Context: an optimization exercise on an open-source flow, tuned for small area, a short achievable clock period and few clock cycles per item. The choices shown serve that exercise and are no tape-out recipe.
The RTL was checked by simulation tests, not by an equivalence proof against the original design.
Power and IR drop assume default switching activity.

run A:
==> flow/design.v <==
package poc_pkg;
  localparam int unsigned TaskW       = 4;
  localparam int unsigned TaskNum     = 1 << TaskW;
  localparam int unsigned FieldSlots  = 10;
  localparam int unsigned FieldW      = TaskW * FieldSlots;
  localparam int unsigned MaskW       = FieldSlots;
  localparam int unsigned MaxSlots    = 16;
  localparam int unsigned SlotsDefault = 10;
  function automatic logic [TaskW-1:0] field_nibble(logic [FieldW-1:0] v, int unsigned k);
    logic [FieldW-1:0] sh;
    sh  = v >> (TaskW * k);
    field_nibble = '0;
    if (k < FieldSlots) begin
      field_nibble = sh[TaskW-1:0];
    end
  endfunction
  function automatic logic mask_bit(logic [MaskW-1:0] m, int unsigned k);
    logic [MaskW-1:0] sh;
    sh  = m >> k;
    mask_bit = 1'b0;
    if (k < MaskW) begin
      mask_bit = sh[0];
    end
  endfunction
  function automatic int unsigned pack_slots(int unsigned n);
    pack_slots = (n < FieldSlots) ? n : FieldSlots;
  endfunction
endpackage
module poc_rank (
  input  logic [9:0]        x_i,
  output logic [10:0][10:0] cnt_o
);
  localparam int unsigned N = 10;
  function automatic logic [N:0] conv(logic [N:0] a, logic [N:0] b);
    conv = '0;
    for (int s = 0; s <= N; s++) begin
      for (int x = 0; x <= s; x++) begin
        conv[s] = conv[s] | (a[x] & b[s-x]);
      end
    end
  endfunction
  function automatic logic [N:0] oh1(logic x);
    oh1 = '0;
    oh1[0] = !x;
    oh1[1] = x;
  endfunction
  logic [N:0] p01, p23, p45, p67, p89, q0, q1, q45_6;
  always_comb begin
    p01   = conv(oh1(x_i[0]), oh1(x_i[1]));
    p23   = conv(oh1(x_i[2]), oh1(x_i[3]));
    p45   = conv(oh1(x_i[4]), oh1(x_i[5]));
    p67   = conv(oh1(x_i[6]), oh1(x_i[7]));
    p89   = conv(oh1(x_i[8]), oh1(x_i[9]));
    q0    = conv(p01, p23);
    q1    = conv(p45, p67);
    q45_6 = conv(p45, oh1(x_i[6]));
    cnt_o[0]  = oh1(1'b0);
    cnt_o[1]  = oh1(x_i[0]);
    cnt_o[2]  = p01;
    cnt_o[3]  = conv(p01, oh1(x_i[2]));
    cnt_o[4]  = q0;
    cnt_o[5]  = conv(q0, oh1(x_i[4]));
    cnt_o[6]  = conv(q0, p45);
    cnt_o[7]  = conv(q0, q45_6);
    cnt_o[8]  = conv(q0, q1);
    cnt_o[9]  = conv(cnt_o[8], oh1(x_i[8]));
    cnt_o[10] = conv(cnt_o[8], p89);
  end
endmodule
module permutation_order_crossover_unit #(
  parameter int unsigned SLOTS = poc_pkg::SlotsDefault
) (
  input  logic                        clk_i,
  input  logic                        rst_ni,
  input  logic                        in_valid_i,
  output logic                        in_stall_o,
  input  logic [poc_pkg::FieldW-1:0]  donor_perm_i,
  input  logic [poc_pkg::FieldW-1:0]  receiver_perm_i,
  input  logic [poc_pkg::MaskW-1:0]   take_mask_i,
  output logic                        out_valid_o,
  input  logic                        out_stall_i,
  output logic [poc_pkg::FieldW-1:0]  child_perm_o,
  output logic                        fill_error_o
);
  localparam int unsigned N  = 10;
  localparam int unsigned TW = poc_pkg::TaskW;
  logic       advance;
  logic [1:0] valid_q;
  assign advance     = !(valid_q[1] && out_stall_i);
  assign in_stall_o  = !advance;
  assign out_valid_o = valid_q[1];
  always_ff @(posedge clk_i or negedge rst_ni) begin
    if (!rst_ni) begin
      valid_q <= '0;
    end else if (advance) begin
      valid_q <= {valid_q[0], in_valid_i};
    end
  end
  logic [N-1:0][TW-1:0] c_d;      
  logic [N-1:0][TW-1:0] r;        
  logic [N-1:0][15:1]   rh;       
  logic [15:1]          present;  
  logic [N-1:0][15:1]   seen;     
  logic [N-1:0]         cand_d;   
  logic [N-1:0]         empty_d;  
  logic [N-1:0][TW-1:0] c1_q, r1_q;
  logic [N-1:0]         cand1_q, empty1_q;
  always_comb begin
    present = '0;
    for (int k = 0; k < N; k++) begin
      c_d[k]     = take_mask_i[k] ? donor_perm_i[TW*k +: TW] : '0;
      r[k]       = receiver_perm_i[TW*k +: TW];
      empty_d[k] = (c_d[k] == '0);
      for (int v = 1; v < 16; v++) begin
        rh[k][v] = (r[k] == 4'(v));
        present[v] = present[v] | (c_d[k] == 4'(v));
      end
    end
    for (int i = 0; i < N; i++) begin
      seen[i] = present;
      for (int j = 0; j < i; j++) seen[i] = seen[i] | rh[j];
      cand_d[i] = |(rh[i] & ~seen[i]);
    end
  end
  always_ff @(posedge clk_i) begin
    if (advance) begin
      c1_q     <= c_d;
      r1_q     <= r;
      cand1_q  <= cand_d;
      empty1_q <= empty_d;
    end
  end
  logic [N:0][N:0]      crank;    
  logic [N:0][N:0]      erank;    
  logic [N-1:0]         placed;   
  logic [N-1:0][TW-1:0] lst_d;    
  logic [N-1:0][3:0]    up_d;     
  logic                 err_d;
  logic [N-1:0][TW-1:0] c2_q, lst2_q;
  logic [N-1:0][3:0]    up2_q;
  logic                 err2_q;
  poc_rank u_crank (.x_i(cand1_q),  .cnt_o(crank));
  poc_rank u_erank (.x_i(empty1_q), .cnt_o(erank));
  always_comb begin
    for (int e = 0; e < N; e++) begin
      placed[e] = (erank[N] >> (e+1)) != '0;
      lst_d[e]  = '0;
      for (int i = e; i < N; i++) begin
        lst_d[e] = lst_d[e] | ((placed[e] && crank[i][e] && cand1_q[i]) ? r1_q[i] : '0);
      end
      up_d[e] = '0;
      for (int k = e; k < N; k++) begin
        if (empty1_q[k] && erank[k][e]) up_d[e] = up_d[e] | 4'(k-e);
      end
    end
    err_d = 1'b0;
    for (int n = 0; n < N; n++) begin
      if (crank[N][n] && placed[n]) err_d = 1'b1;
    end
  end
  always_ff @(posedge clk_i) begin
    if (advance) begin
      c2_q   <= c1_q;
      lst2_q <= lst_d;
      up2_q  <= up_d;
      err2_q <= err_d;
    end
  end
  logic [4:0][N-1:0][TW-1:0] x;
  logic [4:0][N-1:0][3:0]    u;
  always_comb begin
    x[4] = lst2_q;
    u[4] = up2_q;
    for (int s = 3; s >= 0; s--) begin
      for (int p = 0; p < N; p++) begin
        x[s][p] = u[s+1][p][s] ? '0 : x[s+1][p];
        u[s][p] = u[s+1][p][s] ? '0 : u[s+1][p];
        if (p >= (1 << s) && u[s+1][p-(1<<s)][s]) begin
          x[s][p] = x[s][p] | x[s+1][p-(1<<s)];
          u[s][p] = u[s][p] | u[s+1][p-(1<<s)];
        end
      end
    end
  end
  assign child_perm_o = c2_q | x[0];
  assign fill_error_o = err2_q;
endmodule
clock: 6.0 ns
lec_check: 0
abc_area: 1
cap_margin: 20
core_margin: 2
core_utilization: 40
setup_slack_margin: 2.5
slew_margin: 20
standard.sh (not shown) runs the stock make flow with config.mk's settings and CLKGATE_MAP_FILE= SYNTH_SCRIPT=/design/flow/synth_recipe.tcl, a recipe that flattens the netlist after the stock synthesis.
==> flow/flow/run.sh <==
#!/bin/bash
# The standard layout, with the port buffers made from buf_2 cells instead
# of the delay-buffer cells the flow picks by default. Every port still gets
# its own buffer; everything else is the standard.sh unchanged.
set -euo pipefail
export BUFFER_PORTS_ARGS="-buffer_cell sky130_fd_sc_hd__buf_2"
bash standard.sh finish > standard_make.log 2>&1
Run A finished every step from synthesis to the final layout, and the layout passed the timing, DRC and antenna checks.
Testbench counts of run A, summed over its fixed seeds: cycles 4,008, items 4,000.
### run A -> run B
- SETUP_SLACK_MARGIN now 2.6, was 2.5
- ABC_AREA no longer set, was 1
[summary]
Between run A and run B, the global-route met1 utilization figures differ only marginally. Run B vs run A on final design utilization: run B is the higher one. Area growth from synthesis to layout: run B > run A. [diff] internal reg-to-reg setup slack, run B relative to run A: regression. Max met2 track demand over resource across run A and run B: run B. Global-route usage over all layers ended up 0.76 points higher on run B than on run A. In the flow results for run A and run B, the part of the cycle the worst path needs is larger on run A. Non-clock buffer count (run A / run B): 0.854. Going from run A to run B, largest fanout on the critical path went up by 2, initial antenna violation count went down by 1, layout cell share with drive strength beyond 1 went up by 9.3 points.
Inputs modified between run B and run C:
- changing SETUP_SLACK_MARGIN from 2.6 to 2.5
- changing CAP_MARGIN from 20 to 5
- changing SLEW_MARGIN from 20 to 5
[summary]
Note that the combinational power recorded for run C amounts to 0.929 times the value seen in run B. Compared with run B, run C shows met3 wire length that has gone up slightly. Diff run B -> run C: met2 routed wirelength -2.9%, register-to-register slack -60 ps. Of the two values seen for endpoint of the worst setup timing path, err2_q was produced by run C and child_perm_o[30] by run B. Clock insertion delay at the later pin of the skew report across run C and run B: no real change. Run C vs run B, critical-path cell with the highest stage delay: sky130_fd_sc_hd__or4_4 vs sky130_fd_sc_hd__edfxtp_1. Comparing run C and run B, number of clock buffers inserted by TritonCTS is lower on run B. In the flow results for run C and run B, the data required time at the worst endpoint is smaller on run B. Peak supply drop went down by more than 10% going from run B to run C. Cmp run C vs run B: power per unit of standard cell area higher in run C. Worst setup margin in run C is 27 ps higher than in run B. The final area reported for run C is smaller than that of run B by 610 um^2.
Modified inputs, run D compared to run C
- a change of CAP_MARGIN from 5 to 20
- a change of SLEW_MARGIN from 5 to 20
## What came out
For run D, the topmost layer with routed signal wires was met5, unlike run C, where it was met4.
Compared with run C, run D shows sequential cell fraction of total power higher by 0.9 points.
Run D has remaining max-slew budget at the tightest pin above what run C had.
Comparing run C and run D, power of the combinational group is lower on run D.
Min final critical path time including I/O delays and setup across run C and run D: run C
Routed via count divided by cell count essentially unchanged between run C and run D.
Clock group share of total power in run D vs run C: down 0.9 points
In the metrics for run C and run D, the one carrying the higher final instance area is run C.
Run C consumes more power than run D.
Count of plain and timing-repair buffers in the layout ends up lower on run D.
Input-level comparison between run E and run D:
- SETUP_SLACK_MARGIN changed from 2.5 to 2.0
==> run notes <==
- From run D to run E the numbers moved as follows: worst setup slack down 290 ps; sequential power did not really move.
- On global-route usage, run D and run E are neck and neck.
- For run E, the dominant power group was registers, unlike run D, where it was combinational cells.
- In the flow results for run D and run E, the number of antenna violations at the first check in global routing is larger on run D.
- Against run D, run E comes in 1 lower on worst path buffer plus inverter count.
- Die height came out exactly the same in run D and run E.

[what the ideal ports hide]
The flow's constraints put no driver on any port. The routed layouts listed below were extracted and timed again, unchanged, in two steps. Step 1 (the two cells are an assumption about what drives the block):
set clk [get_ports {clk_i}]
set_driving_cell -lib_cell sky130_fd_sc_hd__clkbuf_16 $clk
set_driving_cell -lib_cell sky130_fd_sc_hd__buf_2 [delete_from_list [all_inputs] $clk]
Step 2, shift: input delay + t, output delay - t, t = (earliest + latest rising clock arrival at the registers) / 2. This alone moves slack from input paths to output paths. Three values: ideal ports, drivers, drivers and shift; two values: the first two.
run	shift t [ns]	setup slack, ns	hold WS [ns]
run A	0.581	2.336 / 2.289 / 2.200	0.413 / 0.413 / 0.413
run B	0.583	2.399 / 2.351 / 2.066	0.411 / 0.405 / 0.411
run C	0.575	2.427 / 2.400 / 1.936	0.418 / 0.418 / 0.418
run D	0.573	2.411 / 2.411 / 1.994	0.417 / 0.417 / 0.417
run E	0.595	2.123 / 2.071 / 1.576	0.419 / 0.399 / 0.419
After both steps every run listed still meets setup and hold. For run E, which loses most, drivers alone change the setup slack by -0.052 ns; drivers and shift together by -0.547 ns.
